Background: an optimization exercise with open tools, aiming at small area, a short achievable clock period and few clock cycles. Do not read the settings as production practice. The RTL was checked by simulation tests, not by an equivalence proof against the original design. Power is estimated from default activity; no workload was simulated.

== run A ==
Design ucode_core, start of the top module:
module ucode_core (
    input  logic                          clk,
    input  logic                          rst,
    input  logic                          in_valid,
    output logic                          in_ready,
    input  logic [ucode_pkg::INSTR_W-1:0] in_instr,
    output logic                          wb_valid,
    input  logic                          wb_ready,
    output logic [ucode_pkg::REG_AW-1:0]  wb_reg,
    output logic [ucode_pkg::DATA_W-1:0]  wb_data
);
Size: roughly 2200 cells after synthesis, ~690 flip-flops, about 31000 um2 of cells after synthesis.
export LEC_CHECK = 0
export CAP_MARGIN = 20
export CORE_MARGIN = 2
export CORE_UTILIZATION = 55
export CTS_CLUSTER_DIAMETER = 60
export CTS_CLUSTER_SIZE = 22
export SLEW_MARGIN = 20
export TNS_END_PERCENT = 30
create_clock -name core_clock -period 8.5 [get_ports {clk}]
standard.sh (not shown) runs the stock make flow with config.mk's settings and CLKGATE_MAP_FILE= SYNTH_SCRIPT=/design/flow/synth_recipe.tcl, a recipe that flattens the netlist after the stock synthesis.
==> flow/flow/run.sh <==
#!/bin/bash
# Standard ORFS layout; repair_timing aims for extra setup slack
set -euo pipefail
bash standard.sh finish SETUP_SLACK_MARGIN=5.4 > standard.log 2>&1
Run A closes out successfully: all stages finished, all timing, DRC and antenna checks passed.
Testbench counts of run A, summed over its fixed seeds: cycles 8,520.
The inputs of run B differ from those of run A as listed below.
# run A
export LEC_CHECK = 0
export CAP_MARGIN = 20
export CORE_MARGIN = 2
export CORE_UTILIZATION = 55
export CTS_CLUSTER_DIAMETER = 60
export CTS_CLUSTER_SIZE = 22
export SLEW_MARGIN = 20
export TNS_END_PERCENT = 30
create_clock -name core_clock -period 8.5 [get_ports {clk}]
# run B
export LEC_CHECK = 0
export CAP_MARGIN = 20
export CORE_MARGIN = 2
export CORE_UTILIZATION = 55
export CTS_BUF_LIST = sky130_fd_sc_hd__clkbuf_8
export CTS_CLUSTER_DIAMETER = 50
export CTS_CLUSTER_SIZE = 16
export SLEW_MARGIN = 20
create_clock -name core_clock -period 8.5 [get_ports {clk}]
Notes after the runs:
Summary of run B over run A: power dissipated in the clock network has decreased; wire length went down.
The total number of vias was comparable across run B and run A.
Run comparison: run A source of the critical timing path ir_w[19]; run B source of the critical timing path ir_w[13]
Run A ended up with e_a[0] as its last element of the critical path; run B ended up with e_b[0].
Summary — switching component of the power, run B relative to run A: higher, by 25 uW.
Compared with run A, clock-buffer cell count in run B increased by more than half.
Diff run B and run A: ratio of final minimum period to clock period higher in run A
On first-pass GRT wire length: between run B and run A, it ends up higher for run B.
Compared with run A, in run B sequential cell count did not really move; combined global-route utilization of all metal layers went up; sequential share of cell area went up.
Changes in run C relative to run B:
# run B
export LEC_CHECK = 0
export CAP_MARGIN = 20
export CORE_MARGIN = 2
export CORE_UTILIZATION = 55
export CTS_BUF_LIST = sky130_fd_sc_hd__clkbuf_8
export CTS_CLUSTER_DIAMETER = 50
export CTS_CLUSTER_SIZE = 16
export SLEW_MARGIN = 20
create_clock -name core_clock -period 8.5 [get_ports {clk}]
# run C
export LEC_CHECK = 0
export CAP_MARGIN = 20
export CORE_MARGIN = 2
export CORE_UTILIZATION = 55
export SLEW_MARGIN = 20
create_clock -name core_clock -period 8.5 [get_ports {clk}]
==> flow/flow/run.sh <==
#!/bin/bash
# Standard ORFS layout; repair_timing aims for extra setup slack
set -euo pipefail
bash standard.sh finish SETUP_SLACK_MARGIN=5.2 > standard.log 2>&1
Notes after the runs:
Per the final summary, run C finished and its layout is clean on timing, DRC and antenna.
Run B leaves more setup margin than run C.
Lower number of non-clock buffers in the layout was reported by run C, not run B.
Comparing run B and run C, the lower combinational cell fraction of total power is on run C.
Taking run C as 1.0, run B lands at 1.06 on maximum frequency.
Diff run B -> run C: sequential share of layout area lost 0.54 points; synthesized area per cell neither gained nor lost much.
Utilization is higher on run C

* * *

ucode_core again, from the RTL that the note above started with.
Design ucode_core, start of the top module:
module ucode_core (
    input  logic                          clk,
    input  logic                          rst,
    input  logic                          in_valid,
    output logic                          in_ready,
    input  logic [ucode_pkg::INSTR_W-1:0] in_instr,
    output logic                          wb_valid,
    input  logic                          wb_ready,
    output logic [ucode_pkg::REG_AW-1:0]  wb_reg,
    output logic [ucode_pkg::DATA_W-1:0]  wb_data
);
    logic [6:0]  in_op;
    logic        dec_mov, dec_sub, dec_muli, dec_real;
    assign in_op = in_instr[31:25];
    always_comb begin
        dec_mov  = 1'b0;
        dec_sub  = 1'b0;
        dec_muli = 1'b0;
        dec_real = 1'b0;
        case (in_op)
            ucode_pkg::OP_MOV: begin
                dec_real = 1'b1;
                dec_mov  = 1'b1;
            end
            ucode_pkg::OP_ADD: dec_real = 1'b1;
            ucode_pkg::OP_SUB: begin
                dec_real = 1'b1;
                dec_sub  = 1'b1;
            end
            ucode_pkg::OP_MULI: begin
                dec_real = 1'b1;
                if (in_instr[15:0] == 16'h0) begin
                    dec_mov  = 1'b1;                     
                end else begin
                    dec_muli = 1'b1;                     
                end
            end
            default: dec_real = 1'b0;                    
        endcase
    end
    logic        skv;
    logic        sk_mov, sk_sub, sk_muli;
    logic [24:0] sk_w;
    logic        irv;
    logic        ir_mov, ir_sub, ir_muli;
    logic [24:0] ir_w;                                   
    logic        ir_ph;                                  
    logic [3:0]  ir_rd, ir_ra, ir_rb;
    assign ir_rd = ir_w[24:21];
    assign ir_ra = ir_w[20:17];                          
  ...
Settings: LEC_CHECK=0, CAP_MARGIN=20, CORE_MARGIN=2, CORE_UTILIZATION=55, CTS_BUF_LIST=sky130_fd_sc_hd__clkbuf_8, CTS_CLUSTER_DIAMETER=50, CTS_CLUSTER_SIZE=16, SLEW_MARGIN=20; clock period 8.5 ns.
==> flow/flow/run.sh <==
#!/bin/bash
# Standard ORFS layout; repair_timing aims for extra setup slack
set -euo pipefail
bash standard.sh finish SETUP_SLACK_MARGIN=5.5 > standard.log 2>&1
Testbench counts at the start, summed over its fixed seeds: cycles 8,520.
Edit:
==> flow/flow/run.sh (replaced) <==
#!/bin/bash
# Standard ORFS layout; repair_timing aims for extra setup slack
set -euo pipefail
bash standard.sh finish SETUP_SLACK_MARGIN=5.4 > standard.log 2>&1
--- a/flow/config.mk
+++ b/flow/config.mk
@@ -11,4 +11,4 @@
 export CTS_BUF_LIST = sky130_fd_sc_hd__clkbuf_8
 export CTS_CLUSTER_DIAMETER = 50
-export CTS_CLUSTER_SIZE = 16
+export CTS_CLUSTER_SIZE = 12
 export SLEW_MARGIN = 20
Outcome: Count of clock-buffer cells in the layout went up by 2. Worst setup slack loses 62 ps. Power went down by 3.1%. Non-clock buffer count went down by 20. Wire length went down by 1.8%.
Edit:
==> flow/flow/run.sh (replaced) <==
#!/bin/bash
# Standard ORFS layout; repair_timing aims for extra setup slack
set -euo pipefail
bash standard.sh finish SETUP_SLACK_MARGIN=5.6 > standard.log 2>&1
--- a/flow/config.mk
+++ b/flow/config.mk
@@ -9,6 +9,3 @@
 export CORE_MARGIN = 2
 export CORE_UTILIZATION = 55
-export CTS_BUF_LIST = sky130_fd_sc_hd__clkbuf_8
-export CTS_CLUSTER_DIAMETER = 50
-export CTS_CLUSTER_SIZE = 12
 export SLEW_MARGIN = 20
The changed run completed with no timing, DRC or antenna violations.
Non-clock buffer count rises by 53.
Sequential share of layout area falls by 3.3 points.
Hold slack loses 8.5 ps.
Routed wire length rises by 2.1%.
Final area rises by about 6%.
Edit:
==> flow/flow/run.sh (replaced) <==
#!/bin/bash
# Standard ORFS layout; repair_timing aims for extra setup slack
set -euo pipefail
bash standard.sh finish SETUP_SLACK_MARGIN=5.4 > standard.log 2>&1
--- a/flow/config.mk
+++ b/flow/config.mk
@@ -10,2 +10,3 @@
 export CORE_UTILIZATION = 55
 export SLEW_MARGIN = 20
+export TNS_END_PERCENT = 5
=> Via count is lower by 1.1%; die area does not change; non-clock buffer count is lower by 61; clock power is higher by about 2%.

## what the ideal ports hide
How much do the figures lean on ideal ports? The routed layouts below were timed once more, with nothing changed but the port constraints.
Step 1 sets driving cells, clkbuf_16 on the clock port and buf_2 on the other inputs (assumed; they add their load-dependent delay and slew).
Step 2, shift: input delay + t, output delay - t, t = (earliest + latest rising clock arrival at the registers) / 2. This alone moves slack from input paths to output paths.
Slacks: no drivers / after step 1 / after step 2; pairs: no drivers / after step 1.
run	t (ns)	setup slack, ns	worst setup path after step 2
run A	0.690	5.177 / 5.177 / 4.706	input to register
run B	0.748	5.367 / 5.350 / 4.642	input to register
run C	0.677	5.191 / 5.183 / 4.583	input to register
the first run of note 2	0.750	5.373 / 5.369 / 4.775	input to register
the second run of note 2	0.754	5.311 / 5.311 / 4.687	input to register
the third run of note 2	0.669	5.325 / 5.325 / 5.037	input to register
the fourth run of note 2	0.669	5.197 / 5.198 / 4.564	input to register
After both steps setup and hold are still met in every run listed. For run B, which loses most, drivers alone change the setup slack by -0.017 ns; drivers and shift together by -0.725 ns.
